What follows belongs to an exercise in optimizing a design on an open flow for small area, a short achievable clock period and few clock cycles per item; a production flow would make more cautious choices. Where RTL was checked, it was by simulation tests only, not by an equivalence proof against the original. Only the layout flow was run in runs 1 to 4; the RTL was not checked for function there. Power figures rest on the tool's default switching activity, not on a simulated workload.

==> flow/design.v <==
`default_nettype none
package fixflo_pkg;
  localparam int DATA_W = 16;
  localparam int FRAC_W = 8;    
  localparam int MAN_W    = 10;
  localparam int EXP_W    = 5;
  localparam int EXP_BIAS = 15;
  localparam int EXP_MAX  = 31;
  localparam logic [DATA_W-1:0] QNAN = 16'h7E00;
  localparam int ADR_W = 3;
  localparam logic [ADR_W-1:0] REG_A      = 3'd0;
  localparam logic [ADR_W-1:0] REG_B      = 3'd1;
  localparam logic [ADR_W-1:0] REG_CTRL   = 3'd2;  
  localparam logic [ADR_W-1:0] REG_RESULT = 3'd3;
  localparam logic [ADR_W-1:0] REG_STATUS = 3'd4;
  localparam int STAT_FLAGS_LSB = 0;
  localparam int STAT_DONE      = 8;
  typedef enum logic [1:0] {
    OP_FIX_ADD = 2'd0,
    OP_FIX_MUL = 2'd1,
    OP_FLT_MUL = 2'd2
  } op_e;   
  typedef struct packed {
    logic overflow;
    logic zero;
    logic nan;
    logic prec_lost;
  } flags_t;
endpackage
`default_nettype wire
`timescale 1ns/1ps
`default_nettype none
module fixflo_top (
  input  logic                          clk,
  input  logic                          reset,
  input  logic                          wb_cyc,
  input  logic                          wb_stb,
  input  logic                          wb_we,
  input  logic [fixflo_pkg::ADR_W-1:0]  wb_adr,
  input  logic [fixflo_pkg::DATA_W-1:0] wb_dat_i,
  output logic [fixflo_pkg::DATA_W-1:0] wb_dat_o,
  output logic                          wb_ack
);
  localparam logic [1:0] OP_ADD = 2'd0;
  localparam logic [1:0] OP_MUL = 2'd1;
  localparam logic [1:0] OP_FLT = 2'd2;
  logic [15:0] reg_a, reg_b;
  logic [15:0] res;         
  logic [3:0]  flags;       
  logic        done;
  logic        busy;        
  logic        fin;         
  logic [1:0]  op;
  logic [2:0]  cnt;         
  logic [15:0] acc;
  logic        sticky;
  logic        c_flt, c_add, c_keep;
  logic [1:0]  d;
  logic req, acc_en, wr, rd_result, ctrl_wr;
  logic [1:0] opc;
  assign req       = wb_cyc & wb_stb;
  assign acc_en    = req & ~wb_ack;
  assign wr        = acc_en & wb_we;
  assign rd_result = acc_en & ~wb_we & (wb_adr == fixflo_pkg::REG_RESULT);
  assign opc       = wb_dat_i[1:0];
  assign ctrl_wr   = wr & (wb_adr == fixflo_pkg::REG_CTRL);
  logic [15:0] x;
  logic [15:0] acc_in;
  logic [17:0] sum;
  assign x      = c_flt ? {6'b000001, reg_a[9:0]} : reg_a;
  assign acc_in = (acc & {16{c_keep}}) | (reg_b & {16{c_add}});
  assign sum    = {2'b00, acc_in} + ({2'b00, x} & {18{d[0]}}) + ({1'b0, x, 1'b0} & {18{d[1]}});
  logic last;
  always_comb
    case (op)
      OP_MUL:  last = (cnt == 3'd7);
      OP_FLT:  last = (cnt == 3'd4);
      default: last = 1'b1;
    endcase
  logic       busy_st, fin_st;
  logic [2:0] cnt_st;
  always_comb
  begin
    busy_st = busy;
    fin_st  = fin;
    cnt_st  = cnt;
    if (reset || fin)
    begin
      busy_st = 1'b0;
      fin_st  = 1'b0;
      cnt_st  = 3'd0;
    end
    else if (busy)
    begin
      cnt_st = cnt + 3'd1;
      fin_st = last;
    end
  end
  logic       st_step;
  logic       st_flt, st_add, st_keep;
  logic [1:0] st_d;
  logic       ln_flt, ln_add, ln_keep;
  logic [1:0] ln_d;
  assign st_step = busy_st & ~fin_st;
  assign st_flt  = st_step & (op == OP_FLT);
  assign st_add  = st_step & (op == OP_ADD);
  assign st_keep = st_step & (cnt_st != 3'd0);
  assign st_d    = st_add ? 2'b01 : reg_b[2*cnt_st +: 2];
  assign ln_flt  = (opc == OP_FLT);
  assign ln_add  = (opc == OP_ADD);
  assign ln_keep = (opc == OP_MUL);
  assign ln_d    = ln_add ? 2'b01 : ln_keep ? reg_b[3:2] : reg_b[1:0];
  logic go;                   
  assign go = ctrl_wr & ~reset;
  logic        sr;
  logic [4:0]  ea, eb;
  logic [9:0]  fa, fb;
  logic        a_zero, b_zero, a_inf, b_inf, a_nan, b_nan;
  logic [5:0]  e_sum;
  logic [5:0]  e_unb;
  logic        c_nan, c_inf, c_zero;
  logic [11:0] pre;           
  assign sr     = reg_a[15] ^ reg_b[15];
  assign ea     = reg_a[14:10];
  assign eb     = reg_b[14:10];
  assign fa     = reg_a[9:0];
  assign fb     = reg_b[9:0];
  assign a_zero = (ea == 5'd0);
  assign b_zero = (eb == 5'd0);
  assign a_inf  = (ea == 5'd31) & (fa == 10'd0);
  assign b_inf  = (eb == 5'd31) & (fb == 10'd0);
  assign a_nan  = (ea == 5'd31) & (fa != 10'd0);
  assign b_nan  = (eb == 5'd31) & (fb != 10'd0);
  assign c_nan  = a_nan | b_nan | (a_inf & b_zero) | (b_inf & a_zero);
  assign c_inf  = a_inf | b_inf;
  assign c_zero = a_zero | b_zero;
  assign e_sum  = {1'b0, ea} + {1'b0, eb};
  assign e_unb  = {1'b0, ea + eb + 5'd17};    
  logic ovf0, ovf1, uf0, uf1;
  assign ovf0 = (e_sum >= 6'd46);
  assign ovf1 = (e_sum >= 6'd45);
  assign uf0  = (e_sum <  6'd16);
  assign uf1  = (e_sum <  6'd15);
  assign pre = {c_nan,
                ~c_nan & (c_inf | (~c_zero & ovf0)),
                ~c_nan & (c_inf | (~c_zero & ovf1)),
                ~c_nan & ~c_inf & (c_zero | uf0),
                ~c_nan & ~c_inf & (c_zero | uf1),
                ~c_zero & uf0,
                ~c_zero & uf1,
                e_unb[4:0]};
  logic [11:0] s_top;         
  logic        n;
  logic [9:0]  mant;
  logic [4:0]  f_exp;
  logic        f_nan, f_inf, f_zero, f_uf;
  logic [15:0] f_res;
  logic [3:0]  f_flags;
  assign s_top  = acc[11:0] + {1'b1, fa};    
  assign n      = s_top[11];
  assign mant   = n ? s_top[10:1] : s_top[9:0];
  assign f_exp  = n ? res[4:0] + 5'd1 : res[4:0];
  assign f_nan  = res[11];
  assign f_inf  = n ? res[9] : res[10];
  assign f_zero = n ? res[7] : res[8];
  assign f_uf   = n ? res[5] : res[6];
  always_comb
  begin
    if (f_nan)
      f_res = fixflo_pkg::QNAN;
    else if (f_inf)
      f_res = {sr, 5'h1F, 10'h0};
    else if (f_zero)
      f_res = {sr, 15'h0};
    else
      f_res = {sr, f_exp, mant};
  end
  assign f_flags = {f_inf, f_zero, f_nan,
                    f_uf | (~f_nan & ~f_inf & ~f_zero & (sticky | (n & s_top[0])))};
  logic [15:0] res_nx;
  logic [3:0]  flags_nx;      
  always_comb
  begin
    case (op)
      OP_MUL:
      begin
        res_nx   = {acc[7:0], res[7:0]};
        flags_nx = {(|acc[15:8]), (res_nx == 16'h0), 1'b0, sticky};
      end
      OP_FLT:
      begin
        res_nx   = f_res;
        flags_nx = f_flags;
      end
      default:
      begin
        res_nx   = {acc[13:0], res[7:6]};
        flags_nx = {acc[14], (res_nx == 16'h0), 2'b00};
      end
    endcase
  end
  always_ff @(posedge clk)
  begin
    acc    <= sum[17:2];
    busy   <= go ? (opc != 2'd3) : busy_st;
    fin    <= go ? 1'b0 : fin_st;
    op     <= go ? opc : op;
    cnt    <= go ? {2'b00, ln_keep} : cnt_st;
    c_flt  <= go ? ln_flt : st_flt;
    c_add  <= go ? ln_add : st_add;
    c_keep <= go ? ln_keep : st_keep;
    d      <= go ? ln_d : st_d;
    if (reset)
    begin
      wb_ack <= 1'b0;
      reg_a  <= '0;
      reg_b  <= '0;
      res    <= '0;
      flags  <= '0;
      done   <= 1'b0;
    end
    else
    begin
      wb_ack <= acc_en;
      if (wr && wb_adr == fixflo_pkg::REG_A) reg_a <= wb_dat_i;
      if (wr && wb_adr == fixflo_pkg::REG_B) reg_b <= wb_dat_i;
      if (rd_result) done <= 1'b0;
      if (fin)
      begin
        res   <= res_nx;
        flags <= flags_nx;
        done  <= 1'b1;
      end
      else if (busy)
      begin
        if ((op == OP_MUL && cnt[2]) || op == OP_ADD)
          res[7:0] <= {sum[1:0], res[7:2]};
        if (op == OP_FLT)
          res[11:0] <= pre;
      end
    end
    if (!busy || (!fin && (op == OP_FLT || !cnt[2])))
      sticky <= (c_keep & sticky) | (|sum[1:0]);
  end
  logic sel_a, sel_b, sel_res, sel_stat;
  always_ff @(posedge clk)
  begin
    sel_a    <= (wb_adr == fixflo_pkg::REG_A);
    sel_b    <= (wb_adr == fixflo_pkg::REG_B);
    sel_res  <= (wb_adr == fixflo_pkg::REG_RESULT);
    sel_stat <= (wb_adr == fixflo_pkg::REG_STATUS);
  end
  assign wb_dat_o = (reg_a & {16{sel_a}}) | (reg_b & {16{sel_b}}) | (res & {16{sel_res}}) |
                    ({7'd0, done, 4'd0, flags} & {16{sel_stat}});
endmodule
`default_nettype wire
==> flow/flow/run.sh <==
#!/bin/bash
set -euo pipefail
work=$(pwd)
{
  echo "include $work/config.mk"
  echo "export BUFFER_PORTS_ARGS = -buffer_cell sky130_fd_sc_hd__buf_2"
} > "$work/own_config.mk"
sed "s#DESIGN_CONFIG=[^ ]*#DESIGN_CONFIG=$work/own_config.mk#" standard.sh > own_standard.sh
bash own_standard.sh > "$work/own_flow.log" 2>&1
==> flow/standard.sh <==
#!/bin/bash
# synth_recipe.tcl (not shown) runs the flow's synth.tcl, then flattens the netlist and writes it again
# the make line also repeats each setting of config.mk as NAME=value (left out here)
make -C /OpenROAD-flow-scripts/flow DESIGN_CONFIG=/design/flow/config.mk WORK_HOME=/design/flow/orfs CLKGATE_MAP_FILE= SYNTH_SCRIPT=/design/flow/synth_recipe.tcl "${@:-finish}"
==> flow/config.mk <==
export PLATFORM = sky130hd
export DESIGN_NAME = fixflo_top
export DESIGN_NICKNAME = fixflo_top
export VERILOG_FILES = /design/flow/design.v
export SDC_FILE = /design/flow/constraint.sdc
export NUM_CORES = 4
export LEC_CHECK = 0
export CAP_MARGIN = 20
export CORE_MARGIN = 2
export CORE_UTILIZATION = 40
export SETUP_SLACK_MARGIN = 4.5
export SLEW_MARGIN = 20
==> flow/constraint.sdc <==
create_clock -name core_clock -period 7.7 [get_ports {clk}]
set_input_delay 1.5400 -clock core_clock [delete_from_list [all_inputs] [get_ports {clk}]]
set_output_delay 1.5400 -clock core_clock [all_outputs]
set_load 0.01 [all_outputs]
==> results.cfg, run 1 <==
[outcome]
outcome = timing/DRC/antenna clean

[routing]
drt_wl_total_mm = 21.8
via_per_inst = 5.87
num_vias = 6424
wl_per_cell_um = 20.0
drt-pass1-iter-count = 9
drcViolationCount = 0
drtIter0Drc = 780
final_antenna_net_count = 0

[global_route]
grt_use_total = 0.246
grt_max_degree = 53
grt.overflow.total = 0
grt_pass1_wl_mm = 33.2
antenna_found_initial = 0
grt_pass1_vias = 5790

[synthesis]
synth-seq-area-share = 0.266
synth-edff-count = 3
syn_inst = 845
ys_ff_latch = 87
async_flop_share = 0
syn_nets = 933
yosys_warnings = 1
synth_cell_types = 69
ys.flop_type = dfxtp_1
synth_top_area_share = 0.253
synthTopCellsByCount = 107 x nand2_1, 84 x dfxtp_1, 81 x nor2_1
synth_area_leaders = dfxtp_1 25%, ha_1 7.9%, fa_1 6.6%, nand2_1 6.0%, a21oi_1 4.6%
avgSynthCellArea_um2 = 7.87
syn_area_mm2 = 0.00665
synth.most_common_cell = nand2_1
synth_largest_area_cell = dfxtp_1

[clock_tree]
clk_pin_slew_ns = 0.07
cts_buffers = 9
cts_max_level = 3
clock_sinks = 87
clock_latency_ns = 0.35
cts.hold.buffers_added = 0
cts-root-buf = clkbuf_16
clock_path_buffers = 2
cts_tree = yes

[hold_path]
min_path_cells = 1
hold_path_class = register to register
hold_end = wb_ack
min_from = wb_ack

[placement]
port_buffers = 40
place.gp.congestion = 0.939
dp_hpwl_mm = 16.3
preCtsSetupSlack_ns = 4.03

[finish]
final_layout_size_suffix_gt1_frac = 0.145
nNetsFinal = 957
area_delta_synth_final_pct = 12.4
multi_input_area_mm2 = 0.00453
diodes = 0
register_area_mm2 = 0.00181
n_fill_cell = 1627

[floorplan]
io_pins = 41
core_mm2 = 0.0164
die_area_mm2 = 0.0177
num_rows = 47
die_x_um = 133
initial_utilization = 0.405
die_h_um = 133

[worst_setup_path]
crit_path_start_kind = register
critPathMaxFanout = 12
cp.required_ns = 6.16
worst-r2r-setup-slack_ns = 4.58
cp-end-kind = primary output
r2r_start = c_keep
r2r-end = acc[13]
crit_arrival_ns = 1.62
worstPathBufferInverterCount = 2
cp_cell_sequence = a222oi_1 -> inv_1 -> buf_2
crit_path_max_incr_delay_ns = 0.54
path_class = register to primary output
cp_top_family = compound AO/OA/AOI/OAI gates
r2r_cells = 13
critPathSlowestCell = a222oi_1

[timing]
setup-violations-final = 0
rsz0062_at_grt = yes
fmax_ghz = 0.317
worst_hold_slack_ns = 0.439
slew_headroom = 0.401
hold_viol = 0
max_slew.worst_pin.slew_ns = 0.892
finalCriticalPeriod_ns = 3.16
setup-tns-final_ns = 0
finalWorstSetupSlack_ns = 4.54
drv_slew = 0
fin_skew_ns = 0.0106
finalCritPeriodShare = 0.410

[pwr]
power_density_mw_per_mm2 = 122
power_leakage_nw = 3.33
vdd_drop_max_mv = 0.0910

[run]
cap_viol_max_count = 0
## cell type report
type                       instances  area share
timing repair buffer              53      0.0423
tap                              220      0.0368
clock inverter                     5     0.00435
multi-input combinational        644       0.606
inverter                          74      0.0372
sequential                        87       0.242
clock buffer                      11      0.0311
## power by group
| group | switching (mW) | internal (mW) |
|---|---|---|
| combinational | 0.0227 | 0.0134 |
| clock | 0.193 | 0.219 |
| sequential | 0.00899 | 0.453 |
## through the flow
stage / util / cells / power (mW) / cell area, µm²
after floorplan: - / 845 / 0.490 / 6660
after global placement: 0.427 / 1069 / 0.508 / 7010
after detailed placement: 0.427 / 1069 / 0.508 / 7010
after CTS: 0.447 / 1088 / 0.914 / 7340
after global routing: 0.456 / 1094 / 0.938 / 7480
final: 0.456 / 1094 / 0.910 / 7480
## sequential cells by signal, indices dropped and copies added, names as in the netlist
| name | count |
|---|---|
| c_flt | 1 |
| sel_stat | 1 |
| flags | 4 |
| sel_b | 1 |
| res | 16 |
| wb_ack | 1 |
| fin | 1 |
| cnt | 3 |
| reg_b | 16 |
| busy | 1 |
| done | 1 |
| c_keep | 1 |
| c_add | 1 |
| acc | 16 |
| op | 2 |
| sel_a | 1 |
| sel_res | 1 |
| reg_a | 16 |
| d | 2 |
| sticky | 1 |
## layout by cell type, fill, tap and decap left out, drive strengths merged, types with 21 or more instances in the layout
| master | count |
|---|---|
| o21ai | 35 |
| xnor2 | 21 |
| dfxtp | 84 |
| nand2 | 107 |
| nand3 | 25 |
| a21oi | 62 |
| ha | 42 |
| nor2 | 82 |
| a22oi | 22 |
| buf | 52 |
| inv | 73 |
| mux2i | 22 |
| fa | 22 |
## worst max path at each step
stage               startpoint          end  slack (ns)  depth (start not counted)
floorplan                c_add      acc[14]        4.55                         15
global placement         reset         d[0]        4.06                          9
detailed placement      c_keep      acc[13]        4.03                         15
CTS                       d[0]      acc[13]        4.43                         15
global route            c_keep      acc[13]        4.40                         15
finish                  res[7]  wb_dat_o[7]        4.54                          3
## worst reg2reg max path: stages, from the launching register on
cell and delay [ns]:
dfxtp_4 0.36, buf_4 0.14, a22o_1 0.25, fa_1 0.48
ha_1 0.36, nor2b_1 0.15, o21ai_1 0.21, a21boi_2 0.10
o21ai_2 0.16, a21oi_2 0.10, a41oi_1 0.31, a21oi_2 0.11
a21oi_1 0.18, xnor2_1 0.13
## routing by layer
metal | share of wire | track usage
met5 | 0 | 0
met2 | 0.45 | 0.379
met3 | 0.084 | 0.0418
met1 | 0.43 | 0.336
met4 | 0.037 | 0.114
## cell families (layout without fill, tap and decap cells)
family	Yosys count	in the layout	share of synthesized area
AND/OR/NAND/NOR	307	307	0.215
AO/OA/AOI/OAI	213	213	0.222
buffers and inverters	114	143	0.0645
flip-flops	87	87	0.266
adder cells (fa/ha/maj)	64	64	0.145
multiplexers	32	32	0.0500
XOR/XNOR	28	28	0.0369
## timing repair
action,4_1_cts,5_1_grt
endpoints found under the hold margin,0,0
buffers inserted,3,6
pin swaps,5,9
resized for setup,22,31
setup endpoints to repair,20,21
==> run 2: changes to the inputs <==
--- a/flow/config.mk
+++ b/flow/config.mk
@@ -7,6 +7,6 @@
 export LEC_CHECK = 0
 export CAP_MARGIN = 20
 export CORE_MARGIN = 2
-export CORE_UTILIZATION = 40
+export CORE_UTILIZATION = 60
 export SETUP_SLACK_MARGIN = 4.5
 export SLEW_MARGIN = 20
==> run 2 against run 1 <==
Still clean on timing, DRC and antenna. Non-clock buffer count is 5 higher. Total power decreased by 4.6%. Flip-flop and latch count unchanged. Cell area fell by 1.4%. Count of clock-buffer cells in the layout stayed put. Worst hold slack better by 0.011 ns. Via count grew 4.7%. Global-route usage increased by 14 points. Worst setup slack gained 0.052 ns.
==> results.cfg, run 2 <==
[outcome]
outcome = timing/DRC/antenna clean

[worst_setup_path]
cp.required_ns = 6.16
cp.depth = 3
cp_cell_sequence = a222oi_1 -> inv_1 -> buf_2
r2r_cells = 11
path_class = register to primary output
crit_path_start_kind = register
worstPathBufferInverterCount = 2
cp-end-kind = primary output
crit_arrival_ns = 1.57
cp_top_family = flip-flops
critPathMaxFanout = 12
critPathSlowestCell = dfxtp_1
crit_path_max_incr_delay_ns = 0.50

[clock_tree]
cts-root-buf = clkbuf_8
clk_pin_slew_ns = 0.09
cts_buffers = 9
clock_path_buffers = 2
cts_tree = yes
clock_sinks = 87
cts.hold.buffers_added = 0
clock_latency_ns = 0.38
cts_max_level = 3

[placement]
dp_cells = 988
dp_hpwl_mm = 16.5
place.gp.congestion = 1.01
port_buffers = 40

[synthesis]
yosys.area_share.xor_xnor = 0.0369
synthMuxAreaShare = 0.0500
synthTopCellsByCount = 107 x nand2_1, 84 x dfxtp_1, 81 x nor2_1
synth_top_family_by_area = compound AO/OA/AOI/OAI gates
synth-edff-count = 3
yosys.area_share.simple = 0.215
syn_nets = 933
syn_area_mm2 = 0.00665
synth-adder-area-share = 0.145
synth.most_common_cell = nand2_1
async_flop_share = 0
avgSynthCellArea_um2 = 7.87
synth-seq-area-share = 0.266
synth_top_area_share = 0.253
synth_compound_area_frac = 0.222
yosys_warnings = 1
synth_largest_area_cell = dfxtp_1
ys_ff_latch = 87
synth_cell_types = 69
ys.flop_type = dfxtp_1
synth_area_leaders = dfxtp_1 25%, ha_1 7.9%, fa_1 6.6%, nand2_1 6.0%, a21oi_1 4.6%
syn_inst = 845

[finish]
nNetsFinal = 962
area_delta_synth_final_pct = 10.8
diodes = 0
fin_util = 0.680
final_cell_mix = 105 x nand2_1, 81 x nor2_1, 71 x inv_1
final_layout_size_suffix_gt1_frac = 0.154
mostFrequentLayoutCell = nand2_1
final_cells = 1019
n_fill_cell = 927

[pwr]
p_int_uw = 657
power_switching_uw = 210
p_comb_frac = 0.042
power_leakage_nw = 3.33
clkPwrFrac = 0.426
p_sw_frac = 0.242
power_density_mw_per_mm2 = 118
power_frac_seq = 0.532
vdd_drop_max_mv = 0.110

[timing]
setup-violations-final = 0
finalCriticalPeriod_ns = 3.11
hold_viol = 0
rsz0062_at_grt = yes
drv_slew = 0
max_slew.worst_pin.slew_ns = 0.867
finalCritPeriodShare = 0.404
fmax_ghz = 0.322
fin_skew_ns = 0.0161
slew_headroom = 0.417
setup-tns-final_ns = 0
worst_hold_slack_ns = 0.450

[routing]
wl_per_cell_um = 21.9
drt_wl_total_mm = 22.3
drt-pass1-iter-count = 10
drtIter0Drc = 860
drcViolationCount = 0
final_antenna_net_count = 0
via_per_inst = 6.60
num_vias = 6724

[global_route]
grt_use_total = 0.383
grt_pass1_wl_mm = 34.2
grt_pass1_vias = 6403
grt_max_degree = 53
antenna_found_initial = 0
grt.overflow.total = 0

[run]
cap_viol_max_count = 0

[floorplan]
die_x_um = 109
io_pins = 41
die_area_mm2 = 0.0119
core_mm2 = 0.0108
die_h_um = 109
initial_utilization = 0.614
num_rows = 38

[hold_path]
hold_path_class = register to register
min_path_cells = 1
-- run 2: cell counts after synthesis --
Identical to the previous run, type by type.
-- run 2: logic make-up after synthesis --
kind of cell,Yosys count
AND/OR/NAND/NOR,307
AO/OA/AOI/OAI,213
buffers and inverters,114
flip-flops,87
adder cells (fa/ha/maj),64
multiplexers,32
XOR/XNOR,28
-- run 2: metal layers --
| metal | vias up | track usage | share of wire |
|---|---|---|---|
| met5 | - | 0 | 0 |
| met4 | 0 | 0.193 | 0.041 |
| met3 | 83 | 0.0966 | 0.11 |
| met2 | 396 | 0.614 | 0.47 |
| met1 | 3184 | 0.479 | 0.38 |
| li1 | 3061 | - | - |
-- run 2: worst paths after layout --
| kind | startpoint | to | slack (ns) |
|---|---|---|---|
| setup / recovery | res[7] | wb_dat_o[7] | 4.59 |
| hold / removal | wb_ack | wb_ack | 0.45 |
| setup reg to reg | acc[6] | res[7] | 4.60 |
| hold reg to reg | wb_ack | wb_ack | 0.45 |
-- run 2: area by class of cell --
| cell class | count | area (µm²) | area share |
|---|---|---|---|
| Sequential cell | 87 | 1810 | 0.246 |
| Clock inverter | 5 | 82.6 | 0.0112 |
| Tap cell | 140 | 175 | 0.0238 |
| Inverter | 74 | 278 | 0.0377 |
| Timing Repair Buffer | 58 | 344 | 0.0467 |
| Clock buffer | 11 | 141 | 0.0192 |
| Multi-Input combinational cell | 644 | 4540 | 0.616 |
-- run 2: repair_timing --
action	CTS	global route
pin swaps	4	17
endpoints found under the setup margin	14	26
gates cloned	0	0
buffers inserted	5	9
gates resized for setup	21	33
-- run 2: power by group through the flow --
stage / sequential (mW) / combinational [mW] / clock (mW)
global placement: 0.474 / 0.0335 / 0
finish: 0.461 / 0.0367 / 0.370
global route: 0.461 / 0.0399 / 0.389
detailed placement: 0.474 / 0.0343 / 0
floorplan: 0.469 / 0.0211 / 0
CTS: 0.462 / 0.0349 / 0.372
-- run 2: metrics by stage --
step | setup slack, ns | cell area, µm² | power [mW]
after global routing | 4.43 | 7370 | 0.891
after floorplan | 4.55 | 6660 | 0.490
final | 4.59 | 7370 | 0.868
after detailed placement | 3.98 | 6900 | 0.508
after global placement | 4.09 | 6900 | 0.507
after CTS | 4.50 | 7200 | 0.868
-- run 2: worst register-to-register path: stages, from the launching register on --
cell and delay, ns:
dfxtp_1 0.41, ha_1 0.30, or3_1 0.38, or3_4 0.37
a21o_4 0.25, and3_1 0.27, o21ai_2 0.22, a211oi_4 0.08
buf_4 0.19, buf_4 0.14, a221oi_1 0.27, o21ai_0 0.11
==> run 3: changes to the inputs <==
--- a/flow/config.mk
+++ b/flow/config.mk
@@ -7,6 +7,6 @@
 export LEC_CHECK = 0
 export CAP_MARGIN = 20
 export CORE_MARGIN = 2
-export CORE_UTILIZATION = 60
-export SETUP_SLACK_MARGIN = 4.5
+export CORE_UTILIZATION = 40
+export SETUP_SLACK_MARGIN = 4.3
 export SLEW_MARGIN = 20
==> run 3 against run 2 <==
Maximum frequency fell by 6.2%. Largest power group unchanged. Via count down 5.3%. Critical path depth did not move.
==> results.cfg, run 3 <==
[floorplan]
die_x_um = 133
die_area_mm2 = 0.0177
io_pins = 41
core_mm2 = 0.0164
num_rows = 47
initial_utilization = 0.405
die_h_um = 133

[worst_setup_path]
critPathSlowestCell = dfxtp_1
path_class = register to primary output
cp.required_ns = 6.16
r2r_cells = 9
crit_path_start_kind = register
cp_cell_sequence = a22oi_1 -> nand2_1 -> buf_2
worst-r2r-setup-slack_ns = 4.47
endpoint = wb_dat_o[2]
critPathMaxFanout = 16
crit_arrival_ns = 1.77
r2r_start = reg_a[4]
r2r-end = res[1]
startpoint = sel_res
crit_path_max_incr_delay_ns = 0.85
cp-end-kind = primary output

[outcome]
outcome = timing/DRC/antenna clean

[hold_path]
hold_path_class = register to register
min_path_cells = 1

[synthesis]
synth-seq-area-share = 0.266
synth_cell_types = 69
synth_top_area_share = 0.253
ys.flop_type = dfxtp_1
async_flop_share = 0
yosys_warnings = 1
syn_nets = 933
ys_ff_latch = 87
synth-edff-count = 3
synthTopCellsByCount = 107 x nand2_1, 84 x dfxtp_1, 81 x nor2_1
synth_largest_area_cell = dfxtp_1
synth.most_common_cell = nand2_1
syn_area_mm2 = 0.00665
avgSynthCellArea_um2 = 7.87
syn_inst = 845
synth_area_leaders = dfxtp_1 25%, ha_1 7.9%, fa_1 6.6%, nand2_1 6.0%, a21oi_1 4.6%

[timing]
finalCriticalPeriod_ns = 3.31
max_slew.worst_pin.slew_ns = 0.916
setup-tns-final_ns = 0
rsz0062_at_grt = yes
fin_skew_ns = 0.00995
drv_slew = 0
setup-violations-final = 0
fmax_ghz = 0.302
slew_headroom = 0.385
finalCritPeriodShare = 0.430
hold_viol = 0

[pwr]
p_total_uw = 919
power_leakage_nw = 3.29
power_switching_uw = 233
p_int_uw = 686
clkPwrFrac = 0.457
p_sw_frac = 0.253
vdd_drop_max_mv = 0.104
power_frac_seq = 0.504
p_comb_frac = 0.038
power_density_mw_per_mm2 = 125

[routing]
final_antenna_net_count = 0
drt-pass1-iter-count = 8
wl_per_cell_um = 20.0
drt_wl_total_mm = 21.8
via_per_inst = 5.84
num_vias = 6368
drcViolationCount = 0
drtIter0Drc = 625

[global_route]
grt_pass1_wl_mm = 33.7
grt_use_total = 0.249
grt_pass1_vias = 6000
grt.overflow.total = 0
antenna_found_initial = 1
grt_max_degree = 53

[clock_tree]
cts.hold.buffers_added = 0
cts-root-buf = clkbuf_16
cts_max_level = 3
clock_path_buffers = 2
cts_tree = yes
clock_latency_ns = 0.36
clk_pin_slew_ns = 0.06
cts_buffers = 9
clock_sinks = 87

[finish]
final_cell_mix = 106 x nand2_1, 81 x nor2_1, 75 x dfxtp_1
n_fill_cell = 1668
nNetsFinal = 953
final_layout_size_suffix_gt1_frac = 0.122
register_area_mm2 = 0.00179
multi_input_area_mm2 = 0.00449
area_delta_synth_final_pct = 10.9
mostFrequentLayoutCell = nand2_1
diodes = 0

[placement]
dp_hpwl_mm = 16.4
port_buffers = 40
place.gp.congestion = 0.927

[run]
cap_viol_max_count = 0
[run 3: cell counts after synthesis]
No cell type changed its count.
[run 3: what timing repair did]
action                                  4_1_cts  5_1_grt
cloned                                        0        0
endpoints found under the setup margin        8       14
pin swaps                                     0        4
gates resized for setup                       8       16
setup buffers                                 0        6
[run 3: how the worst min path moves through the flow]
| stage | end | slack [ns] | from |
|---|---|---|---|
| after floorplan | flags[1] | 0.44 | flags[1] |
| after global placement | wb_ack | 0.44 | wb_ack |
| after detailed placement | wb_ack | 0.44 | wb_ack |
| after CTS | wb_ack | 0.45 | wb_ack |
| after global routing | wb_ack | 0.47 | wb_ack |
| final | wb_ack | 0.44 | wb_ack |
[run 3: area by class of cell]
type / count / area share
Clock inverter: 7 / 0.00644
Sequential cell: 87 / 0.242
Tap cell: 220 / 0.0373
Inverter: 74 / 0.0376
Clock buffer: 9 / 0.0305
Timing Repair Buffer: 49 / 0.0368
Multi-Input combinational cell: 644 / 0.609
[run 3: logic make-up after synthesis]
kind of cell,share of synthesized area
buf+inv,0.0645
xor+xnor,0.0369
compound gates,0.222
flops,0.266
fa+ha+maj,0.145
mux,0.0500
simple gates,0.215
[run 3: worst max-delay path, delay by kind of cell (launching register included)]
kind	cells	cell delay [ns]
AO/OA/AOI/OAI	1	0.26
flip-flops	1	0.85
AND/OR/NAND/NOR	1	0.17
buffers and inverters	1	0.14
[run 3: stage by stage]
| stage | area [µm²] | hold slack (ns) | utilization | worst slack [ns] | instances |
|---|---|---|---|---|---|
| final | 7380 | 0.442 | 0.450 | 4.39 | 1090 |
| after CTS | 7280 | 0.446 | 0.444 | 4.32 | 1084 |
| after detailed placement | 7000 | 0.436 | 0.427 | 4.03 | 1068 |
| after global routing | 7380 | 0.473 | 0.450 | 4.25 | 1090 |
| after floorplan | 6650 | 0.441 | - | 4.32 | 845 |
| after global placement | 7000 | 0.440 | 0.427 | 4.06 | 1068 |
[run 3: power groups by stage]
| stage | combinational (mW) | sequential, mW | clock, mW |
|---|---|---|---|
| floorplan | 0.0211 | 0.469 | 0 |
| global placement | 0.0342 | 0.474 | 0 |
| detailed placement | 0.0341 | 0.474 | 0 |
| CTS | 0.0343 | 0.463 | 0.423 |
| global route | 0.0385 | 0.464 | 0.441 |
| finish | 0.0352 | 0.464 | 0.420 |
[run 3: routing by layer]
metal / up-vias / track usage / part of all wire
met4: 0 / 0.121 / 0.043
met3: 65 / 0.0483 / 0.087
li1: 3047 / - / -
met2: 312 / 0.393 / 0.45
met5: - / 0 / 0
met1: 2944 / 0.326 / 0.42
==> run 4: changes to the inputs <==
==> flow/flow/run.sh (replaced) <==
#!/bin/bash
set -euo pipefail
work=$(pwd)
{
  echo "include $work/config.mk"
  echo "export BUFFER_PORTS_ARGS = -buffer_cell sky130_fd_sc_hd__buf_2"
} > "$work/own_config.mk"
sed -e "s#DESIGN_CONFIG=[^ ]*#DESIGN_CONFIG=$work/own_config.mk MATCH_CELL_FOOTPRINT=0#" standard.sh > own_standard.sh
bash own_standard.sh > "$work/own_flow.log" 2>&1
--- a/flow/config.mk
+++ b/flow/config.mk
@@ -8,5 +8,5 @@
 export CAP_MARGIN = 20
 export CORE_MARGIN = 2
 export CORE_UTILIZATION = 40
-export SETUP_SLACK_MARGIN = 4.3
+export SETUP_SLACK_MARGIN = 4.5
 export SLEW_MARGIN = 20
==> run 4 against run 3 <==
Die area is the same. First-iteration DRC count grew 29%. Register-to-register slack gained 0.14 ns. Clock skew shrank 0.0011 ns. Non-clock buffer count grew 7. Total power grew 7.0%. Global-route usage grew 0.21 points. Clock power grew 15%. Utilization grew 1.0 points. Maximum frequency grew 5.8%. Via count grew 1.7%. Highest routed layer unchanged.
==> results.cfg, run 4 <==
[worst_setup_path]
critPathSlowestCell = a222oi_1
r2r_start = c_keep
worst-r2r-setup-slack_ns = 4.61
crit_path_start_kind = register
cp_top_family = compound AO/OA/AOI/OAI gates
r2r_cells = 12
crit_path_max_incr_delay_ns = 0.58
cp-end-kind = primary output
critPathMaxFanout = 16
cp.required_ns = 6.16
cp_cell_sequence = a222oi_1 -> inv_1 -> buf_2
path_class = register to primary output
crit_arrival_ns = 1.59
r2r-end = acc[14]
worstPathBufferInverterCount = 2

[synthesis]
synth_largest_area_cell = dfxtp_1
avgSynthCellArea_um2 = 7.87
syn_inst = 845
async_flop_share = 0
synth_area_leaders = dfxtp_1 25%, ha_1 7.9%, fa_1 6.6%, nand2_1 6.0%, a21oi_1 4.6%
synth-edff-count = 3
syn_nets = 933
synth_top_area_share = 0.253
synth-seq-area-share = 0.266
syn_area_mm2 = 0.00665
yosys_warnings = 1
synth_cell_types = 69
ys.flop_type = dfxtp_1
synth.most_common_cell = nand2_1
ys_ff_latch = 87
synthTopCellsByCount = 107 x nand2_1, 84 x dfxtp_1, 81 x nor2_1

[floorplan]
initial_utilization = 0.405
die_h_um = 133
num_rows = 47
io_pins = 41
die_x_um = 133
core_mm2 = 0.0164
die_area_mm2 = 0.0177

[timing]
fmax_ghz = 0.319
finalCriticalPeriod_ns = 3.13
setup-tns-final_ns = 0
slew_headroom = 0.391
rsz0062_at_grt = yes
hold_viol = 0
setup-violations-final = 0
fin_skew_ns = 0.00884
drv_slew = 0
max_slew.worst_pin.slew_ns = 0.907
finalCritPeriodShare = 0.406

[finish]
final_layout_size_suffix_gt1_frac = 0.147
nNetsFinal = 960
mostFrequentLayoutCell = nand2_1
final_cell_mix = 105 x nand2_1, 80 x nor2_1, 72 x inv_1
area_delta_synth_final_pct = 13.4
diodes = 0

[routing]
drt_wl_total_mm = 22.0
final_antenna_net_count = 0
drcViolationCount = 0
wl_per_cell_um = 20.0
num_vias = 6476
drt-pass1-iter-count = 7
drtIter0Drc = 809
via_per_inst = 5.90

[global_route]
grt_pass1_vias = 5917
grt.overflow.total = 0
grt_use_total = 0.251
grt_max_degree = 53
antenna_found_initial = 0
grt_pass1_wl_mm = 33.7

[clock_tree]
clk_pin_slew_ns = 0.07
cts_tree = yes
clock_path_buffers = 2
cts-root-buf = clkbuf_16
clock_latency_ns = 0.36
cts_buffers = 9
cts.hold.buffers_added = 0
clock_sinks = 87
cts_max_level = 3

[pwr]
p_comb_frac = 0.036
power_switching_uw = 231
p_total_uw = 983
power_leakage_nw = 3.36
vdd_drop_max_mv = 0.0980
p_int_uw = 752
p_sw_frac = 0.235
clkPwrFrac = 0.494
power_frac_seq = 0.470
power_density_mw_per_mm2 = 130

[hold_path]
hold_path_class = register to register
min_path_cells = 1
min_from = wb_ack
hold_end = wb_ack

[placement]
place.gp.congestion = 0.921
dp_hpwl_mm = 16.4
port_buffers = 40

[outcome]
outcome = timing/DRC/antenna clean

[run]
cap_viol_max_count = 0
[run 4: cell types whose count changed in the layout (fill, tap and decap cells not counted), moves of 3 or more]
cell | previous run | this run
dfxtp_1 | 75 | 68
buf_4 | 8 | 14
clkinvlp_4 | 3 | 0
dfxtp_4 | 2 | 7
[run 4: layout make-up]
| cell class | count | area (µm²) |
|---|---|---|
| Clock buffer | 11 | 233 |
| Clock inverter | 5 | 82.6 |
| Inverter | 74 | 278 |
| Timing Repair Buffer | 56 | 330 |
| Sequential cell | 87 | 1810 |
| Tap cell | 220 | 275 |
| Multi-Input combinational cell | 644 | 4540 |
| Fill cell | 1649 | 8860 |
[run 4: per-layer routing]
layer	share of wire	up-vias	GRT usage
li1	-	3061	-
met1	0.43	3039	0.345
met2	0.45	317	0.385
met3	0.080	59	0.0368
met4	0.038	0	0.121
met5	0	-	0
[run 4: kinds of logic (layout without fill, tap and decap cells)]
group                    Yosys count  after routing  synth area share
flip-flops                        87             87             0.266
AND/OR/NAND/NOR                  307            307             0.215
buffers and inverters            114            146            0.0645
XOR/XNOR                          28             28            0.0369
adder cells (fa/ha/maj)           64             64             0.145
multiplexers                      32             32            0.0500
AO/OA/AOI/OAI                    213            213             0.222
[run 4: metrics by stage]
step                hold slack (ns)  setup WS [ns]  instances  instance area (µm²)   util
floorplan                     0.441           4.58        845                 6660      -
global placement              0.440           4.06       1068                 7000  0.427
detailed placement            0.431           4.00       1069                 7010  0.427
CTS                           0.441           4.45       1092                 7410  0.452
global route                  0.479           4.47       1097                 7540  0.460
finish                        0.440           4.57       1097                 7540  0.460
[run 4: power by group through the flow]
stage / combinational (mW) / clock, mW / sequential [mW]
detailed placement: 0.0343 / 0 / 0.474
global placement: 0.0342 / 0 / 0.474
global route: 0.0393 / 0.505 / 0.462
finish: 0.0359 / 0.485 / 0.462
floorplan: 0.0211 / 0 / 0.469
CTS: 0.0351 / 0.488 / 0.463
[run 4: worst max path at each step]
stage	end	startpoint	slack, ns	depth (start not counted)
2_1_floorplan	acc[14]	c_keep	4.58	13
3_3_place_gp	d[0]	reset	4.06	9
3_5_place_dp	d[0]	reset	4.00	9
4_1_cts	acc[13]	c_keep	4.45	15
5_1_grt	c_keep	reset	4.47	6
6_report	wb_dat_o[4]	sel_a	4.57	3
[run 4: repair_timing]
item / 4_1_cts / 5_1_grt
resized for setup: 17 / 34
setup buffers: 7 / 5
endpoints found under the hold margin: 0 / 0
pin swaps: 2 / 13
setup endpoints to repair: 18 / 24
==> run 5: changes to the inputs <==
--- a/flow/design.v
+++ b/flow/design.v
@@ -56,7 +56,7 @@
   logic        sticky;
   logic        c_flt, c_add, c_keep;
   logic [1:0]  d;
-  logic req, acc_en, wr, rd_result, ctrl_wr;
+  logic req, acc_en, wr, rd_result, ctrl_wr, ab_wr, b_wr;
   logic [1:0] opc;
   assign req       = wb_cyc & wb_stb;
   assign acc_en    = req & ~wb_ack;
@@ -64,6 +64,8 @@
   assign rd_result = acc_en & ~wb_we & (wb_adr == fixflo_pkg::REG_RESULT);
   assign opc       = wb_dat_i[1:0];
   assign ctrl_wr   = wr & (wb_adr == fixflo_pkg::REG_CTRL);
+  assign b_wr      = wr & (wb_adr == fixflo_pkg::REG_B);
+  assign ab_wr     = wr & ((wb_adr == fixflo_pkg::REG_A) | (wb_adr == fixflo_pkg::REG_B));
   logic [15:0] x;
   logic [15:0] acc_in;
   logic [17:0] sum;
@@ -95,21 +97,28 @@
       cnt_st = cnt + 3'd1;
       fin_st = last;
     end
+    else
+      cnt_st = {2'b00, ~ab_wr & (cnt == 3'd0)};
   end
   logic       st_step;
   logic       st_flt, st_add, st_keep;
   logic [1:0] st_d;
   logic       ln_flt, ln_add, ln_keep;
   logic [1:0] ln_d;
+  logic [2:0]  ln_cnt;
   assign st_step = busy_st & ~fin_st;
-  assign st_flt  = st_step & (op == OP_FLT);
+  assign st_flt  = ~busy_st | (op == OP_FLT);
   assign st_add  = st_step & (op == OP_ADD);
-  assign st_keep = st_step & (cnt_st != 3'd0);
-  assign st_d    = st_add ? 2'b01 : reg_b[2*cnt_st +: 2];
-  assign ln_flt  = (opc == OP_FLT);
+  assign st_keep = (cnt_st != 3'd0);
+  assign st_d    = st_add    ? 2'b01 :
+                   busy_st   ? reg_b[2*cnt_st +: 2] :
+                   b_wr      ? wb_dat_i[1:0] :          
+                   cnt_st[0] ? reg_b[3:2] : reg_b[1:0];
+  assign ln_flt  = (opc == OP_FLT) | (opc == 2'd3);
   assign ln_add  = (opc == OP_ADD);
-  assign ln_keep = (opc == OP_MUL);
-  assign ln_d    = ln_add ? 2'b01 : ln_keep ? reg_b[3:2] : reg_b[1:0];
+  assign ln_keep = (opc == OP_FLT);
+  assign ln_cnt  = (opc == OP_FLT) ? cnt + 3'd1 : 3'd0;
+  assign ln_d    = ln_add ? 2'b01 : (opc == OP_FLT) ? (cnt[0] ? reg_b[5:4] : reg_b[3:2]) : reg_b[1:0];
   logic go;                   
   assign go = ctrl_wr & ~reset;
   logic        sr;
@@ -205,7 +214,7 @@
     busy   <= go ? (opc != 2'd3) : busy_st;
     fin    <= go ? 1'b0 : fin_st;
     op     <= go ? opc : op;
-    cnt    <= go ? {2'b00, ln_keep} : cnt_st;
+    cnt    <= go ? ln_cnt : cnt_st;
     c_flt  <= go ? ln_flt : st_flt;
     c_add  <= go ? ln_add : st_add;
     c_keep <= go ? ln_keep : st_keep;
==> flow/flow/run.sh (replaced) <==
#!/bin/bash
set -euo pipefail
work=$(pwd)
{
  echo "include $work/config.mk"
  echo "export BUFFER_PORTS_ARGS = -buffer_cell sky130_fd_sc_hd__buf_2"
} > "$work/own_config.mk"
sed "s#DESIGN_CONFIG=[^ ]*#DESIGN_CONFIG=$work/own_config.mk#" standard.sh > own_standard.sh
bash own_standard.sh > "$work/own_flow.log" 2>&1
==> run 5 against run 4 <==
Still clean on timing, DRC and antenna. Sequential power up 0.9%. Count of clock-buffer cells in the layout down 1. Clock power about the same. Utilization up 0.45 points. Maximum frequency down 3.7%. Synthesized cell count up 3.0%. Cell area up 2.1%. Critical path type unchanged. Critical endpoint unchanged. Largest cell class unchanged. Largest power group unchanged. Highest routed layer unchanged.
==> results.cfg, run 5 <==
[synthesis]
synthTopCellsByCount = 123 x nand2_1, 84 x dfxtp_1, 78 x a21oi_1
yosys_warnings = 1
async_flop_share = 0
synth_compound_area_frac = 0.234
synth_top_area_share = 0.249
synth.most_common_cell = nand2_1
avgSynthCellArea_um2 = 7.78
syn_inst = 870
yosys.area_share.simple = 0.216
synth-seq-area-share = 0.262
ys_ff_latch = 87
yosys.area_share.xor_xnor = 0.0401
syn_nets = 959
synth_top_family_by_area = compound AO/OA/AOI/OAI gates
synth_area_leaders = dfxtp_1 25%, ha_1 8.0%, nand2_1 6.8%, fa_1 6.5%, a21oi_1 5.8%
syn_area_mm2 = 0.00677
synth-edff-count = 3
synthMuxAreaShare = 0.0335
synth-adder-area-share = 0.145
synth_cell_types = 66
ys.flop_type = dfxtp_1
synth_largest_area_cell = dfxtp_1

[floorplan]
die_h_um = 134
io_pins = 41
core_mm2 = 0.0166
die_x_um = 134
die_area_mm2 = 0.0180
initial_utilization = 0.408
num_rows = 47

[placement]
dp_cells = 1087
placed_area_mm2 = 0.00709
place.gp.congestion = 0.921
dp_hpwl_mm = 17.0
port_buffers = 40

[timing]
max_slew.worst_pin.slew_ns = 0.777
finalCriticalPeriod_ns = 3.25
setup-tns-final_ns = 0
rsz0062_at_grt = yes
slew_headroom = 0.482
worst_hold_slack_ns = 0.467
fin_skew_ns = 0.0107
finalCritPeriodShare = 0.422
fmax_ghz = 0.308
setup-violations-final = 0
hold_viol = 0
drv_slew = 0

[clock_tree]
clock_path_buffers = 2
cts-root-buf = clkbuf_16
clock_latency_ns = 0.37
cts_buffers = 9
cts_tree = yes
clk_pin_slew_ns = 0.07
cts_max_level = 3
clock_sinks = 87
cts.hold.buffers_added = 0

[global_route]
grt_max_degree = 54
grt.overflow.total = 0
antenna_found_initial = 0
grt_pass1_wl_mm = 36.4
grt_pass1_vias = 6102
grt_use_total = 0.268

[routing]
drtIter0Drc = 796
num_vias = 6764
drt_wl_total_mm = 24.1
final_antenna_net_count = 0
drcViolationCount = 0
via_per_inst = 6.05
drt-pass1-iter-count = 6
wl_per_cell_um = 21.6

[finish]
nNetsFinal = 982
final_layout_size_suffix_gt1_frac = 0.149
fin_area_mm2 = 0.00770
diodes = 0
final_cell_mix = 123 x nand2_1, 78 x a21oi_1, 70 x inv_1
mostFrequentLayoutCell = nand2_1
area_delta_synth_final_pct = 13.8
final_cells = 1118

[hold_path]
min_path_cells = 2
hold_path_class = register to register
min_from = flags[1]

[worst_setup_path]
cp_top_family = compound AO/OA/AOI/OAI gates
crit_arrival_ns = 1.71
critPathMaxFanout = 7
crit_path_max_incr_delay_ns = 0.59
cp-end-kind = primary output
cp.required_ns = 6.16
worstPathBufferInverterCount = 3
cp_cell_sequence = buf_6 -> a222oi_1 -> inv_1 -> buf_2
r2r_cells = 10
crit_path_start_kind = register
path_class = register to primary output
r2r_start = acc[10]
critPathSlowestCell = a222oi_1
cp.depth = 4
startpoint = sel_a

[pwr]
power_density_mw_per_mm2 = 131
p_total_mw = 1.01
power_leakage_nw = 3.26
vdd_drop_max_mv = 0.106

[run]
cap_viol_max_count = 0

[outcome]
outcome = timing/DRC/antenna clean
==> run 5: cell types whose count changed after synthesis, sizes merged, moves of 6 or more <==
cell   delta
o21ai     -7
a21oi    +16
nand2    +16
a31oi     +8
nor2     -29
mux2      -7
and3      +6
==> run 5: timing repair <==
| item | CTS | global route |
|---|---|---|
| pin swaps | 3 | 8 |
| endpoints found under the setup margin | 23 | 22 |
| setup buffers | 0 | 15 |
| resized for setup | 24 | 50 |
==> run 5: tightest hold or removal path: cells and delay by family, from the launching register on <==
family	cells	cell delay, ns
DFF	1	0.31
and+or+nand+nor	1	0.06
AOI/OAI and AO/OA	1	0.05
==> run 5: power breakdown <==
part           switching, mW  leakage, nW  internal, mW
logic                 0.0348         2.37        0.0229
registers             0.0128        0.730         0.453
clock network          0.217        0.160         0.270
total                  0.265         3.26         0.746
==> run 5: metrics by stage <==
step	utilization	setup slack (ns)
after floorplan	-	4.54
after global placement	0.427	4.06
after CTS	0.450	4.50
after global routing	0.464	4.43
final	0.464	4.45
after detailed placement	0.427	3.98
==> run 5: final timing paths <==
path | endpoint | slack [ns]
max | wb_dat_o[4] | 4.45
min | flags[1] | 0.47
max reg2reg | acc[14] | 4.60
min reg2reg | flags[1] | 0.47
==> run 5: cell type report <==
cell class	count	area, µm²
clock buffer	10	239
timing repair buffer	60	354
multi-input combinational	664	4630
sequential	87	1850
clock inverter	6	86.3
tap	220	275
fill	1708	8880
inverter	71	267
==> run 5: kinds of logic (layout without fill, tap and decap cells) <==
logic type	Yosys count	in the layout
adders and majority gates	65	65
and+or+nand+nor	311	311
xor gates and xnor gates	31	31
muxes	21	21
DFF	87	87
buffers and inverters	119	147
AOI/OAI and AO/OA	236	236
==> run 5: routing by layer <==
metal  part of all wire  track usage  vias to the layer above
li1                   -            -                     3176
met1               0.43        0.381                     3116
met2               0.42        0.394                      393
met3               0.10       0.0499                       79
met4              0.047        0.124                        0
met5                  0            0                        -
Testbench counts of run 5, summed over its fixed seeds: cycles 31,048, ops 2,400.
==> run 6: changes to the inputs <==
--- a/flow/config.mk
+++ b/flow/config.mk
@@ -5,8 +5,9 @@
 export SDC_FILE = /design/flow/constraint.sdc
 export NUM_CORES = 4
 export LEC_CHECK = 0
+export ABC_AREA = 1
 export CAP_MARGIN = 20
 export CORE_MARGIN = 2
-export CORE_UTILIZATION = 40
+export CORE_UTILIZATION = 60
 export SETUP_SLACK_MARGIN = 4.5
 export SLEW_MARGIN = 20
==> run 6 against run 5 <==
Worst setup slack gained 0.083 ns. Total power shrank 0.18%. Non-clock buffer count shrank 7. First-iteration DRC count shrank 2.6%. Area after synthesis grew 3.6%. Combinational power grew 96%. Routed wire length shrank 5.0%. Cell count grew 11%. Die area shrank 30%. Count of clock-buffer cells in the layout is the same. Critical path depth grew 1. Worst hold slack gained 0.0014 ns. Critical path type unchanged. Highest routed layer unchanged.
==> results.cfg, run 6 <==
[synthesis]
synth-seq-area-share = 0.253
synth_cell_types = 52
synth_largest_area_cell = dfxtp_1
synthTopCellsByCount = 242 x nand2_1, 188 x inv_1, 84 x a21oi_1, 84 x dfxtp_1, 79 x o21ai_0
synth-edff-count = 3
ys.flop_type = dfxtp_1
synth_top_area_share = 0.240
syn_area_mm2 = 0.00701
syn_inst = 1053
syn_nets = 1142
synth_area_leaders = dfxtp_1 24%, nand2_1 13%, inv_1 10%, ha_1 7.7%, fa_1 6.3%
synth.most_common_cell = nand2_1
async_flop_share = 0
avgSynthCellArea_um2 = 6.66
yosys_warnings = 1
ys_ff_latch = 87

[outcome]
outcome = timing/DRC/antenna clean

[worst_setup_path]
crit_arrival_ns = 1.63
path_class = register to primary output
cp-end-kind = primary output
cp.required_ns = 6.16
r2r_cells = 17
worst-r2r-setup-slack_ns = 4.71
crit_path_start_kind = register
critPathMaxFanout = 12
r2r_start = c_add
r2r-end = acc[14]

[hold_path]
hold_path_class = register to register
min_from = flags[0]
hold_end = flags[0]
min_path_cells = 2

[placement]
port_buffers = 40
placed_area_mm2 = 0.00724
place.gp.congestion = 1.03
dp_hpwl_mm = 17.3
preCtsSetupSlack_ns = 3.98

[pwr]
power_density_mw_per_mm2 = 130
p_total_mw = 1.01
power_leakage_nw = 3.64
vdd_drop_max_mv = 0.145

[timing]
max_slew.worst_pin.slew_ns = 0.930
slew_headroom = 0.376
drv_slew = 0
setup-tns-final_ns = 0
setup-violations-final = 0
finalCriticalPeriod_ns = 3.17
finalWorstSetupSlack_ns = 4.53
finalCritPeriodShare = 0.412
hold_viol = 0
rsz0062_at_grt = yes
fmax_ghz = 0.316
fin_skew_ns = 0.00777

[routing]
drt-pass1-iter-count = 6
final_antenna_net_count = 0
num_vias = 7406
drcViolationCount = 0
drtIter0Drc = 775
via_per_inst = 5.99
drt_wl_total_mm = 22.9
wl_per_cell_um = 18.5

[clock_tree]
clock_sinks = 87
cts-root-buf = clkbuf_16
clock_path_buffers = 2
cts_buffers = 9
cts_max_level = 3
cts_tree = yes
clock_latency_ns = 0.35
clk_pin_slew_ns = 0.07

[global_route]
grt_use_total = 0.361
grt_max_degree = 46
grt.overflow.total = 0
grt_pass1_vias = 6623
grt_pass1_wl_mm = 35.4
antenna_found_initial = 0

[finish]
final_cell_mix = 240 x nand2_1, 186 x inv_1, 80 x a21oi_1
final_layout_size_suffix_gt1_frac = 0.115
diodes = 0
nNetsFinal = 1177
mostFrequentLayoutCell = nand2_1
n_fill_cell = 1085
fin_util = 0.680
fin_area_mm2 = 0.00776
area_delta_synth_final_pct = 10.7

[floorplan]
die_x_um = 112
die_h_um = 112
core_mm2 = 0.0114
die_area_mm2 = 0.0126
initial_utilization = 0.614
num_rows = 39
io_pins = 41

[run]
cap_viol_max_count = 0
-- run 6: cell count changes after synthesis, sizes merged, moves of 12 or more --
cell,before,now
a211oi,13,1
a22oi,22,3
a31oi,16,2
and2,13,0
clkbuf,41,20
inv,70,190
mux2i,18,0
nand2,123,253
nand3,29,56
nand4,6,20
o21ai,28,88
o22ai,6,24
-- run 6: final cells by class --
| type | instances | area [µm²] | share of cell area |
|---|---|---|---|
| inverters | 191 | 724 | 0.0934 |
| clock inverters | 6 | 43.8 | 0.00564 |
| clock buffers | 10 | 229 | 0.0295 |
| multi-input cells | 746 | 4500 | 0.580 |
| repair buffers | 53 | 298 | 0.0384 |
| well taps | 143 | 179 | 0.0231 |
| flip-flops and latches | 87 | 1780 | 0.230 |
-- run 6: worst max path at each step --
stage	slack, ns	to	depth (start not counted)	start
floorplan	4.76	acc[11]	15	d[0]
global placement	4.00	d[0]	14	wb_cyc
CTS	4.52	acc[11]	14	d[1]
detailed placement	3.98	d[1]	16	wb_adr[2]
global route	4.47	acc[14]	17	c_add
finish	4.53	wb_dat_o[8]	5	sel_res
-- run 6: kinds of logic (layout without fill, tap and decap cells) --
logic type               count (synthesis)  after routing  share of synthesized area
adder cells (fa/ha/maj)                 65             65                      0.140
flip-flops                              87             87                      0.253
AO/OA/AOI/OAI                          240            240                      0.195
AND/OR/NAND/NOR                        416            417                      0.258
buffers and inverters                  221            260                      0.124
XOR/XNOR                                24             24                     0.0300
-- run 6: repair_timing --
item | CTS | global route
resized for setup | 7 | 30
hold buffers | 0 | 0
gates cloned | 0 | 1
setup buffers | 7 | 5
setup endpoints to repair | 9 | 8
pin swaps | 0 | 4
-- run 6: worst max-delay path, cell delays in order (launching register included) --
cell,delay [ns]
dfxtp_2,0.48
inv_1,0.15
o22ai_1,0.24
a21oi_1,0.09
o21ai_0,0.14
buf_2,0.18
-- run 6: stage by stage --
stage               hold slack [ns]  std cells
CTS                           0.464       1230
global route                  0.506       1236
detailed placement            0.453       1207
global placement              0.455       1207
finish                        0.468       1236
floorplan                     0.426       1053
-- run 6: power by group --
part	internal, mW	switching [mW]
Clock	0.220	0.195
Sequential	0.462	0.0189
Combinational	0.0418	0.0710
-- run 6: layer usage --
layer,vias up,track usage,wire (µm)
met5,-,0,0
met4,0,0.137,723
met3,49,0.0659,2190
met2,384,0.539,9900
met1,3453,0.521,10100
li1,3520,-,-
==> run 7: changes to the inputs <==
--- a/flow/config.mk
+++ b/flow/config.mk
@@ -8,6 +8,6 @@
 export ABC_AREA = 1
 export CAP_MARGIN = 20
 export CORE_MARGIN = 2
-export CORE_UTILIZATION = 60
-export SETUP_SLACK_MARGIN = 4.5
+export CORE_UTILIZATION = 40
+export SETUP_SLACK_MARGIN = 4.4
 export SLEW_MARGIN = 20
==> run 7 against run 6 <==
Area after synthesis is the same. Flip-flop and latch count unchanged. Maximum frequency fell by 2.0%. Non-clock buffer count shrank 5. Synthesized cell count unchanged. Combinational power fell by 4%. Critical path depth is 2 higher. Die area up 48%. Clock skew increased by 0.0018 ns.
==> results.cfg, run 7 <==
[outcome]
outcome = timing/DRC/antenna clean

[global_route]
grt_pass1_vias = 6543
antenna_found_initial = 0
grt_pass1_wl_mm = 36.9
grt.overflow.total = 0
grt_use_total = 0.265
grt_max_degree = 46

[routing]
drt_wl_total_mm = 24.1
drt-pass1-iter-count = 5
num_vias = 7201
via_per_inst = 5.48
drtIter0Drc = 725
wl_per_cell_um = 18.3
drcViolationCount = 0
final_antenna_net_count = 0

[timing]
hold_viol = 0
fmax_ghz = 0.309
setup-violations-final = 0
max_slew.worst_pin.slew_ns = 0.941
finalCriticalPeriod_ns = 3.24
slew_headroom = 0.368
rsz0062_at_grt = yes
fin_skew_ns = 0.00954
finalCritPeriodShare = 0.420
drv_slew = 0
setup-tns-final_ns = 0

[pwr]
p_int_uw = 723
power_density_mw_per_mm2 = 133
power_switching_uw = 301
vdd_drop_max_mv = 0.110
p_comb_frac = 0.105
power_leakage_nw = 3.64
clkPwrFrac = 0.425
power_frac_seq = 0.470
p_sw_frac = 0.294

[clock_tree]
clock_path_buffers = 2
clock_sinks = 87
clock_latency_ns = 0.36
cts_max_level = 3
cts.hold.buffers_added = 0
clk_pin_slew_ns = 0.07
cts_buffers = 9
cts-root-buf = clkbuf_16
cts_tree = yes

[finish]
final_layout_size_suffix_gt1_frac = 0.0983
area_delta_synth_final_pct = 10.1
mostFrequentLayoutCell = nand2_1
diodes = 0
final_cell_mix = 240 x nand2_1, 186 x inv_1, 83 x a21oi_1
fin_util = 0.448
nNetsFinal = 1172

[floorplan]
io_pins = 41
initial_utilization = 0.407
die_area_mm2 = 0.0186
die_h_um = 136
num_rows = 48
die_x_um = 136
core_mm2 = 0.0172

[synthesis]
ys.flop_type = dfxtp_1
avgSynthCellArea_um2 = 6.66
syn_nets = 1142
synthTopCellsByCount = 242 x nand2_1, 188 x inv_1, 84 x a21oi_1, 84 x dfxtp_1, 79 x o21ai_0
syn_inst = 1053
syn_area_mm2 = 0.00701
async_flop_share = 0
synth.most_common_cell = nand2_1
yosys_warnings = 1
ys_ff_latch = 87
synth-edff-count = 3
synth_cell_types = 52
synth_area_leaders = dfxtp_1 24%, nand2_1 13%, inv_1 10%, ha_1 7.7%, fa_1 6.3%
synth-seq-area-share = 0.253
synth_top_area_share = 0.240
synth_largest_area_cell = dfxtp_1

[worst_setup_path]
crit_arrival_ns = 3.43
cp_cell_sequence = buf_2 -> nand3_1 -> nor2_2 -> inv_1 -> nor3_1 -> nand2_1 -> o211ai_1
critPathMaxFanout = 8
crit_path_start_kind = primary input
path_class = primary input to register
critPathSlowestCell = nor3_1
cp-end-kind = register
crit_path_max_incr_delay_ns = 0.73
cp.required_ns = 7.89

[placement]
place.gp.congestion = 0.992
port_buffers = 40
dp_hpwl_mm = 18.8

[run]
cap_viol_max_count = 0

[hold_path]
hold_path_class = register to register
## run 7: cell types whose count changed in the layout (fill, tap and decap cells not counted), moves of 3 or more
cell,previous run,this run
nor2_1,53,56
o22ai_2,3,0
buf_4,13,8
ha_1,39,43
ha_4,3,0
clkinv_2,0,3
a21oi_1,80,83
clkinvlp_4,5,2
o22ai_1,21,24
## run 7: final timing paths
kind	start	to	slack [ns]	cells past startpoint
hold / removal	flags[0]	flags[0]	0.47	2
setup reg to reg	c_add	acc[11]	4.52	16
hold reg to reg	flags[0]	flags[0]	0.47	2
setup / recovery	wb_cyc	c_keep	4.46	7
## run 7: per-layer routing
| layer | track usage | wire length (µm) | up-vias |
|---|---|---|---|
| met2 | 0.397 | 10400 | 328 |
| met4 | 0.0799 | 663 | 0 |
| met3 | 0.0507 | 1970 | 49 |
| li1 | - | - | 3509 |
| met5 | 0 | 0 | - |
| met1 | 0.383 | 11000 | 3315 |
## run 7: final cells by class
class                           count  area, µm²
Tap cell                          225        282
Inverter                          191        724
Clock buffer                        9        225
Clock inverter                      7       52.6
Multi-Input combinational cell    745       4390
Timing Repair Buffer               48        260
Sequential cell                    87       1780
Timing Repair inverter              1       5.00
Fill cell                        1795       9520
## run 7: cells by family after synthesis
family                     synth area share
and+or+nand+nor                       0.258
AOI/OAI and AO/OA                     0.195
buffers and inverters                 0.124
DFF                                   0.253
adders and majority gates             0.140
xor gates and xnor gates             0.0300
## run 7: what timing repair did
action | 4_1_cts | 5_1_grt
setup buffers | 0 | 7
gates resized for setup | 5 | 11
setup endpoints to repair | 8 | 6
cloned | 0 | 1
## run 7: power by group through the flow
stage | clock, mW | combinational [mW] | sequential (mW)
finish | 0.435 | 0.108 | 0.481
global route | 0.453 | 0.119 | 0.482
CTS | 0.438 | 0.101 | 0.480
detailed placement | 0 | 0.100 | 0.490
global placement | 0 | 0.100 | 0.490
floorplan | 0 | 0.0737 | 0.478
## run 7: critical path, delay by kind of cell
| family | cells | cell delay [ns] |
|---|---|---|
| AND/OR/NAND/NOR | 4 | 1.37 |
| AO/OA/AOI/OAI | 1 | 0.34 |
| buffers and inverters | 2 | 0.16 |
## run 7: stage by stage
step	cell area (µm²)	hold WS, ns	std cells	worst slack [ns]	power, mW
final	7720	0.466	1313	4.46	1.02
after global placement	7350	0.454	1289	3.95	0.590
after CTS	7630	0.461	1305	4.44	1.02
after global routing	7720	0.500	1313	4.33	1.05
after detailed placement	7350	0.450	1289	3.89	0.590
after floorplan	7010	0.426	1053	4.76	0.552
==> run 8: changes to the inputs <==
--- a/flow/config.mk
+++ b/flow/config.mk
@@ -9,5 +9,5 @@
 export CAP_MARGIN = 20
 export CORE_MARGIN = 2
 export CORE_UTILIZATION = 40
-export SETUP_SLACK_MARGIN = 4.4
+export SETUP_SLACK_MARGIN = 4.6
 export SLEW_MARGIN = 20
==> run 8 against run 7 <==
Sequential power barely moved. Cell count rose by 0.53%. Still clean on timing, DRC and antenna. Largest power group unchanged. Critical path type is now register to primary output. Clock power barely moved. Flip-flop and latch count did not move. Critical path depth fell by 3. Area after synthesis did not move. Global-route usage rose by 0.12 points. Clock skew barely moved. Total power rose by 0.83%. Synthesized cell count did not move.
==> results.cfg, run 8 <==
[outcome]
outcome = timing/DRC/antenna clean

[worst_setup_path]
critPathMaxFanout = 11
r2r-end = acc[11]
crit_arrival_ns = 1.53
cp-end-kind = primary output
crit_path_max_incr_delay_ns = 0.43
r2r_cells = 16
crit_path_start_kind = register
cp_cell_sequence = clkinvlp_4 -> buf_4 -> o221ai_1 -> buf_2
endpoint = wb_dat_o[7]
cp.required_ns = 6.16
worst-r2r-setup-slack_ns = 4.73
startpoint = sel_a
path_class = register to primary output
critPathSlowestCell = dfxtp_2
r2r_start = c_add

[floorplan]
die_h_um = 136
initial_utilization = 0.407
num_rows = 48
io_pins = 41
die_area_mm2 = 0.0186
core_mm2 = 0.0172
die_x_um = 136

[finish]
area_delta_synth_final_pct = 13.4
register_area_mm2 = 0.00179
n_fill_cell = 1782
final_cells = 1320
mostFrequentLayoutCell = nand2_1
fin_util = 0.461
final_cell_mix = 239 x nand2_1, 183 x inv_1, 80 x a21oi_1
nNetsFinal = 1179
diodes = 0
final_layout_size_suffix_gt1_frac = 0.131
multi_input_area_mm2 = 0.00454

[routing]
route.met3.wl_mm = 2.36
final_antenna_net_count = 0
drcViolationCount = 0
drtIter0Drc = 799
drt_wl_total_mm = 24.7
via_per_inst = 5.56
wl_per_cell_um = 18.7
top_layer = met4
drt-pass1-iter-count = 7
wl_met1_mm = 11.0
num_vias = 7345
routed-wl-met2_mm = 10.7

[synthesis]
avgSynthCellArea_um2 = 6.66
synth-seq-area-share = 0.253
synth-edff-count = 3
syn_nets = 1142
syn_inst = 1053
yosys_warnings = 1
synth_top_area_share = 0.240
async_flop_share = 0
synth_area_leaders = dfxtp_1 24%, nand2_1 13%, inv_1 10%, ha_1 7.7%, fa_1 6.3%
synth.most_common_cell = nand2_1
synth_largest_area_cell = dfxtp_1
synthTopCellsByCount = 242 x nand2_1, 188 x inv_1, 84 x a21oi_1, 84 x dfxtp_1, 79 x o21ai_0
ys.flop_type = dfxtp_1
ys_ff_latch = 87
synth_cell_types = 52
syn_area_mm2 = 0.00701

[pwr]
power_leakage_nw = 3.67
power_frac_seq = 0.466
vdd_drop_max_mv = 0.111
p_sw_frac = 0.295
clkPwrFrac = 0.421
p_comb_frac = 0.113
p_int_uw = 727
power_switching_uw = 305
power_density_mw_per_mm2 = 130

[clock_tree]
cts_buffers = 9
clock_path_buffers = 2
cts-root-buf = clkbuf_16
clock_latency_ns = 0.36
clock_sinks = 87
cts.hold.buffers_added = 0
cts_tree = yes
cts_max_level = 3
clk_pin_slew_ns = 0.07

[timing]
fin_skew_ns = 0.00958
finalCriticalPeriod_ns = 3.07
setup-tns-final_ns = 0
drv_slew = 0
worst_hold_slack_ns = 0.467
slew_headroom = 0.482
setup-violations-final = 0
hold_viol = 0
max_slew.worst_pin.slew_ns = 0.776
finalCritPeriodShare = 0.399
rsz0062_at_grt = yes
fmax_ghz = 0.325

[global_route]
antenna_found_initial = 0
grt_max_degree = 46
grt_pass1_vias = 6624
grt_pass1_wl_mm = 37.1
grt_use_total = 0.266
grt.overflow.total = 0

[hold_path]
hold_path_class = register to register

[placement]
place.gp.congestion = 0.992
port_buffers = 40
dp_hpwl_mm = 18.8
dp_cells = 1289

[run]
cap_viol_max_count = 0
-- run 8: cells by family (layout without fill, tap and decap cells) --
| group | Yosys count | in the layout | share of synthesized area |
|---|---|---|---|
| AOI/OAI and AO/OA | 240 | 240 | 0.195 |
| xor gates and xnor gates | 24 | 24 | 0.0300 |
| adders and majority gates | 65 | 65 | 0.140 |
| buffers and inverters | 221 | 262 | 0.124 |
| DFF | 87 | 87 | 0.253 |
| and+or+nand+nor | 416 | 417 | 0.258 |
-- run 8: layout make-up --
cell class	instances	share of cell area
clock buffer	9	0.0283
clock inverter	7	0.00661
inverter	191	0.0920
multi-input combinational	746	0.571
sequential	87	0.225
tap	225	0.0354
timing repair buffer	55	0.0415
-- run 8: worst min-delay path by stage --
stage,depth (start not counted),endpoint,slack (ns),start
2_1_floorplan,2,flags[0],0.43,flags[0]
3_3_place_gp,2,flags[0],0.45,flags[0]
3_5_place_dp,2,flags[0],0.45,flags[0]
4_1_cts,2,flags[0],0.46,flags[0]
5_1_grt,2,flags[0],0.50,flags[0]
6_report,2,flags[0],0.47,flags[0]
-- run 8: per-layer routing --
metal / track usage / vias up
met1: 0.383 / 3384
met5: 0 / -
met4: 0.0845 / 0
met3: 0.0518 / 49
li1: - / 3522
met2: 0.398 / 390
-- run 8: per-stage QoR --
stage	setup slack, ns	power, mW	instance area [µm²]
after floorplan	4.76	0.552	7010
after global placement	3.95	0.590	7350
after detailed placement	3.89	0.590	7350
after CTS	4.57	1.02	7720
after global routing	4.55	1.06	7950
final	4.63	1.03	7950
-- run 8: power by group through the flow --
| stage | Sequential [mW] | Clock, mW | Combinational [mW] |
|---|---|---|---|
| after floorplan | 0.478 | 0 | 0.0737 |
| after global placement | 0.490 | 0 | 0.100 |
| after detailed placement | 0.490 | 0 | 0.100 |
| final | 0.481 | 0.434 | 0.117 |
| after CTS | 0.480 | 0.438 | 0.105 |
| after global routing | 0.482 | 0.454 | 0.128 |
-- run 8: timing repair --
| action | 4_1_cts | 5_1_grt |
|---|---|---|
| gates resized for setup | 21 | 35 |
| pin swaps | 0 | 8 |
| buffers inserted | 5 | 8 |
| gates cloned | 0 | 2 |
| setup endpoints to repair | 14 | 14 |
| endpoints found under the hold margin | 0 | 0 |
-- run 8: critical path: cells and delay by family (launching register included) --
family	cells	cell delay [ns]
AO/OA/AOI/OAI	1	0.25
flip-flops	1	0.43
buffers and inverters	3	0.48

[static timing again, ports no longer ideal]
In the flow no input, the clock included, has a driving cell. The finished layouts below were timed again as built, in two steps. Step 1 assumes that a clkbuf_16 drives the clock port and a buf_2 every other input. Step 2 times the ports against the registers' clock, not the clock port: input delays grow and output delays shrink by t, the midpoint of the rising clock arrivals with the driver on. Slacks: ideal / step 1 / step 2; pairs: ideal / step 1.
run | shift t [ns] | setup WS [ns]
run 1 | 0.394 | 4.541 / 4.496 / 4.244
run 2 | 0.404 | 4.593 / 4.559 / 4.283
run 3 | 0.396 | 4.388 / 4.344 / 4.154
run 4 | 0.397 | 4.570 / 4.526 / 4.239
run 5 | 0.401 | 4.448 / 4.408 / 4.256
run 6 | 0.388 | 4.531 / 4.492 / 4.316
run 7 | 0.397 | 4.465 / 4.457 / 4.084
run 8 | 0.399 | 4.626 / 4.585 / 4.258
After both steps setup and hold are still met in every run listed.
